Source: an optimization exercise on an open RTL-to-GDS flow (aim: small area). Production flows keep margins and buffers that such runs may drop. In this exercise RTL edits were held to simulation tests only and were not proved equivalent to the original. Power figures rest on the tool's default switching activity, not on a simulated workload.

Design cpu_top, start of the top module:
module cpu_top (
    input  logic        clk,
    input  logic        rst_n,
    input  logic [15:0] i_imem_data,
    input  logic [15:0] i_dmem_rdata,
    output logic [10:0] o_imem_addr,
    output logic [10:0] o_dmem_addr,
    output logic        o_dmem_we,
    output logic [15:0] o_dmem_wdata,
    output logic        o_io_stall
);
Settings: LEC_CHECK=0, ABC_AREA=1, CAP_MARGIN=20, CORE_MARGIN=2, CORE_UTILIZATION=55, GPL_TIMING_DRIVEN=0, SLEW_MARGIN=20; clock period 5.5 ns.
standard.sh (not shown) runs the stock make flow with config.mk's settings and CLKGATE_MAP_FILE= SYNTH_SCRIPT=/design/flow/synth_recipe.tcl, a recipe that flattens the netlist after the stock synthesis.
==> flow/flow/run.sh <==
#!/bin/bash
# Standard layout, with synthesis mapping combinational logic by the ABC
# script in flow/abc_area.script instead of ORFS's area script.
set -euo pipefail
cp -r "$FLOW_HOME/scripts" scripts_own
cp flow/abc_area.script scripts_own/abc_area.script
bash standard.sh finish SCRIPTS_DIR="$PWD/scripts_own" > standard.log 2>&1
==> flow/flow/abc_area.script <==
strash
&get -n
&st
&dch
&nf
&put
topo
Edit:
==> flow/run.sh (new file) <==
#!/bin/bash
# synth_recipe.tcl (not shown) runs the flow's synth.tcl, then flattens the netlist and writes it again
# the make line also repeats each setting of config.mk as NAME=value (left out here)
make -C /OpenROAD-flow-scripts/flow DESIGN_CONFIG=/design/flow/config.mk WORK_HOME=/design/flow/orfs CLKGATE_MAP_FILE= SYNTH_SCRIPT=/design/flow/synth_recipe.tcl finish
Settings changed: CORE_UTILIZATION 55 to 70.
removed: flow/flow/run.sh
removed: flow/flow/abc_area.script
removed: flow/standard.sh
Result:
- The new run ran to the end with no violations
- core utilization rises by 15 points
- final cell count rises by 33%
- sequential share of layout area falls by 2.4 points
- worst setup slack improved by 110 ps
- global-route usage rises by 14 points
Edit:
Settings changed: CORE_UTILIZATION 70 to 55, CTS_BUF_LIST set to sky130_fd_sc_hd__clkbuf_4 sky130_fd_sc_hd__clkbuf_8, CTS_CLUSTER_SIZE set to 30.
After rerunning:
- The changed run ran to the end with no violations
- power falls by a few percent
- design area is higher slightly
- core utilization is lower by 17 points
- die area is higher by a quarter to a third
- wire length decreases by roughly a tenth
- count of clock-buffer cells in the layout increases by 34
- global-route usage shrinks by 12 points
Edit:
==> flow/flow/run.sh (new file) <==
#!/bin/bash
# Standard layout, with synthesis mapping combinational logic by the ABC
# script in flow/abc_area.script instead of ORFS's area script.
set -euo pipefail
cp -r "$FLOW_HOME/scripts" scripts_own
cp flow/abc_area.script scripts_own/abc_area.script
bash standard.sh finish SCRIPTS_DIR="$PWD/scripts_own" > standard.log 2>&1
==> flow/flow/abc_area.script (new file) <==
strash
&get -n
&st
&dch
&nf
&put
topo
stime -c
buffer -c
upsize -c
dnsize -c
==> flow/standard.sh (new file) <==
#!/bin/bash
# synth_recipe.tcl (not shown) runs the flow's synth.tcl, then flattens the netlist and writes it again
# the make line also repeats each setting of config.mk as NAME=value (left out here)
make -C /OpenROAD-flow-scripts/flow DESIGN_CONFIG=/design/flow/config.mk WORK_HOME=/design/flow/orfs CLKGATE_MAP_FILE= SYNTH_SCRIPT=/design/flow/synth_recipe.tcl "${@:-finish}"
Settings changed: CTS_BUF_LIST sky130_fd_sc_hd__clkbuf_4 sky130_fd_sc_hd__clkbuf_8 to unset, CTS_CLUSTER_SIZE 30 to unset.
removed: flow/run.sh
- The new run finished clean
- flip-flop and latch count stays the same
- setup slack got worse by 78 ps
- clock-buffer cell count decreases by 29
- final area decreases by about 3%
- non-clock buffer count increases by 27
- combinational power decreases by about 22%
- sequential share of layout area increases by 1.3 points
- total power decreases by 11%
- synthesized cell count decreases by about 30%
- global-route usage decreases by 1.8 points
Edit:
==> flow/run.sh (new file) <==
#!/bin/bash
# synth_recipe.tcl (not shown) runs the flow's synth.tcl, then flattens the netlist and writes it again
# the make line also repeats each setting of config.mk as NAME=value (left out here)
make -C /OpenROAD-flow-scripts/flow DESIGN_CONFIG=/design/flow/config.mk WORK_HOME=/design/flow/orfs CLKGATE_MAP_FILE= SYNTH_SCRIPT=/design/flow/synth_recipe.tcl finish
removed: flow/flow/run.sh
removed: flow/flow/abc_area.script
removed: flow/standard.sh
Outcome: Final area increases by 3.8%; via count increases by 22%; worst hold slack is better by 6.0 ps; worst setup slack is better by 94 ps; cell count increases by 34%; sequential cell count stays the same; wire length increases by 14%; count of clock-buffer cells in the layout increases by 4; power increases by 16%.
Edit:
Settings changed: GPL_TIMING_DRIVEN 0 to unset.
What happened: Fmax stays flat. Critical path depth came out lower by 1. Flip-flop and latch count is unchanged. Cell count rises by 0.41%. Synthesized area stays the same. Total power rises by 3.1%. Sequential share of layout area is lower by 0.57 points. Cell area came out higher by 1.5%. Clock-buffer cell count drops by 1. Synthesized cell count is unchanged. Worst setup slack got worse by 7.0 ps.

---

Another version of the RTL of cpu_top (not shown whole).
Size in the first run: about 1200 cells after synthesis, about 74 I/O pins.
clock: 5.5 ns
lec_check: 0
abc_area: 1
cap_margin: 10
core_margin: 2
core_utilization: 55
gpl_routability_driven: 0
gpl_timing_driven: 0
slew_margin: 10
==> flow/flow/run.sh <==
#!/bin/bash
# Layout flow: ORFS through the standard.sh, with
#  - synthesis mapping combinational logic with the ABC script in
#    flow/abc_area.script (ORFS's synthesis is otherwise unchanged: same
#    yosys passes, same flip-flop mapping and register names),
#  - the make variables listed in flow/extra.txt (one NAME=VALUE per line).
# Each tool's full output stays in orfs/logs; make's output is in standard.log.
set -euo pipefail
cp -r "$FLOW_HOME/scripts" scripts_own
cp flow/abc_area.script scripts_own/abc_area.script
args=("SCRIPTS_DIR=$PWD/scripts_own")
if [[ -f flow/extra.txt ]]; then
  while IFS= read -r line; do
    [[ -z "$line" || "$line" == \#* ]] && continue
    args+=("$line")
  done < flow/extra.txt
fi
printf '%s\n' "${args[@]}" > make_args.log
bash standard.sh finish "${args[@]}" > standard.log 2>&1
==> flow/flow/abc_area.script <==
strash
dc2
&get -n
&st
&dch
&nf -R 1000
&put
topo
==> flow/flow/extra.txt <==
BUFFER_PORTS_ARGS=-buffer_cell sky130_fd_sc_hd__buf_1
CTS_ARGS=-sink_clustering_enable -repair_clock_nets -dont_use_dummy_load -sink_clustering_size 22 -sink_clustering_max_diameter 200 -buf_list {sky130_fd_sc_hd__clkbuf_8 sky130_fd_sc_hd__clkbuf_16}
Change:
==> flow/flow/abc_area.script (replaced) <==
strash
dc2
dc2
&get -n
&st
&dch
&nf -R 1000
&put
topo
GPL_ROUTABILITY_DRIVEN = default   (was 0)
Global-route usage came out higher by 0.41 points.
Power stays flat.
Critical path depth came out lower by 6.
Via count is about the same.
First-iteration DRC count rises by 5.0%.
Combinational power hardly moves.
Cell count came out higher by 0.36%.
Wire length came out higher by 2.2%.
Cell area stays flat.
Maximum frequency decreases by 0.89%.
Die area is about the same.
Change:
==> flow/flow/abc_area.script (replaced) <==
strash
dc2
&get -n
&st
&dch
&nf -R 1000
&put
topo
PLACE_DENSITY = 0.75   (was default)
After rerunning: The new run produced a clean layout. Sequential power stays flat. Via count came out higher by 2.9%. Design area came out lower by about 0.56%. Global-route usage came out lower by 1.0 points. Synthesized area barely changes.
Change:
==> flow/flow/extra.txt (replaced) <==
BUFFER_PORTS_ARGS=-buffer_cell sky130_fd_sc_hd__buf_1
CTS_ARGS=-sink_clustering_enable -repair_clock_nets -dont_use_dummy_load -sink_clustering_size 16 -sink_clustering_max_diameter 150 -buf_list {sky130_fd_sc_hd__clkbuf_8}
GPL_TIMING_DRIVEN = 1   (was 0)
Die area is unchanged. Worst setup slack improves by 0.12 ns. Maximum frequency climbs by 2.4%.
Change:
PLACE_DENSITY = 0.85   (was 0.75)
Effect: The changed run completed without violations; total power stays flat; fmax hardly moves; synthesized area stays the same; cell count barely changes; die area is unchanged; sequential power stays flat; synthesized cell count stays the same; cell area hardly moves; wire length drops by 0.91%; worst hold slack hardly moves.

[port drivers added, routing unchanged]
In the flow no input, the clock included, has a driving cell. The finished layouts below were timed again as built, in two steps.
Step 1: set_driving_cell puts a clkbuf_16 on clk and a buf_2 on each other input, an assumption about the parent block.
Step 2 moves the port delays by t, midway between the first and last clock arrival at a register: inputs arrive t later, outputs are due t later. That takes back most of the time a late clock gives input paths.
Slacks: ideal / step 1 / step 2; pairs: ideal / step 1.
run | t, ns | setup WS [ns] | latest minus earliest clock arrival (ns) | worst slew at a driven data input, ns | cell pins on the clock port's net
the first run of note 1 | 0.575 | 0.164 / 0.181 / -0.383 | 0.027 / 0.027 | 0.04 | 1
the second run of note 1 | 0.601 | 0.278 / 0.305 / -0.296 | 0.023 / 0.022 | 0.05 | 1
the third run of note 1 | 0.635 | 0.241 / 0.241 / -0.337 | 0.057 / 0.058 | 0.04 | 1
the fourth run of note 1 | 0.561 | 0.163 / 0.163 / -0.286 | 0.031 / 0.031 | 0.04 | 1
the fifth run of note 1 | 0.567 | 0.257 / 0.257 / -0.286 | 0.032 / 0.032 | 0.04 | 1
the sixth run of note 1 | 0.561 | 0.250 / 0.276 / -0.285 | 0.013 / 0.014 | 0.06 | 1
the first run of note 2 | 0.544 | 0.380 / 0.380 / -0.087 | 0.044 / 0.044 | 0.04 | 1
the second run of note 2 | 0.552 | 0.334 / 0.334 / -0.126 | 0.046 / 0.046 | 0.03 | 1
the third run of note 2 | 0.544 | 0.260 / 0.278 / -0.267 | 0.059 / 0.059 | 0.04 | 1
the fourth run of note 2 | 0.617 | 0.382 / 0.382 / 0.173 | 0.060 / 0.060 | 0.05 | 1
the fifth run of note 2 | 0.573 | 0.393 / 0.393 / 0.252 | 0.069 / 0.069 | 0.03 | 1
With both steps, setup timing fails in 9 of these runs, where it was met with ideal ports. The setup slack of the third run of note 1, which loses most, moves by 0.000 ns with the drivers and by -0.578 ns with both steps.
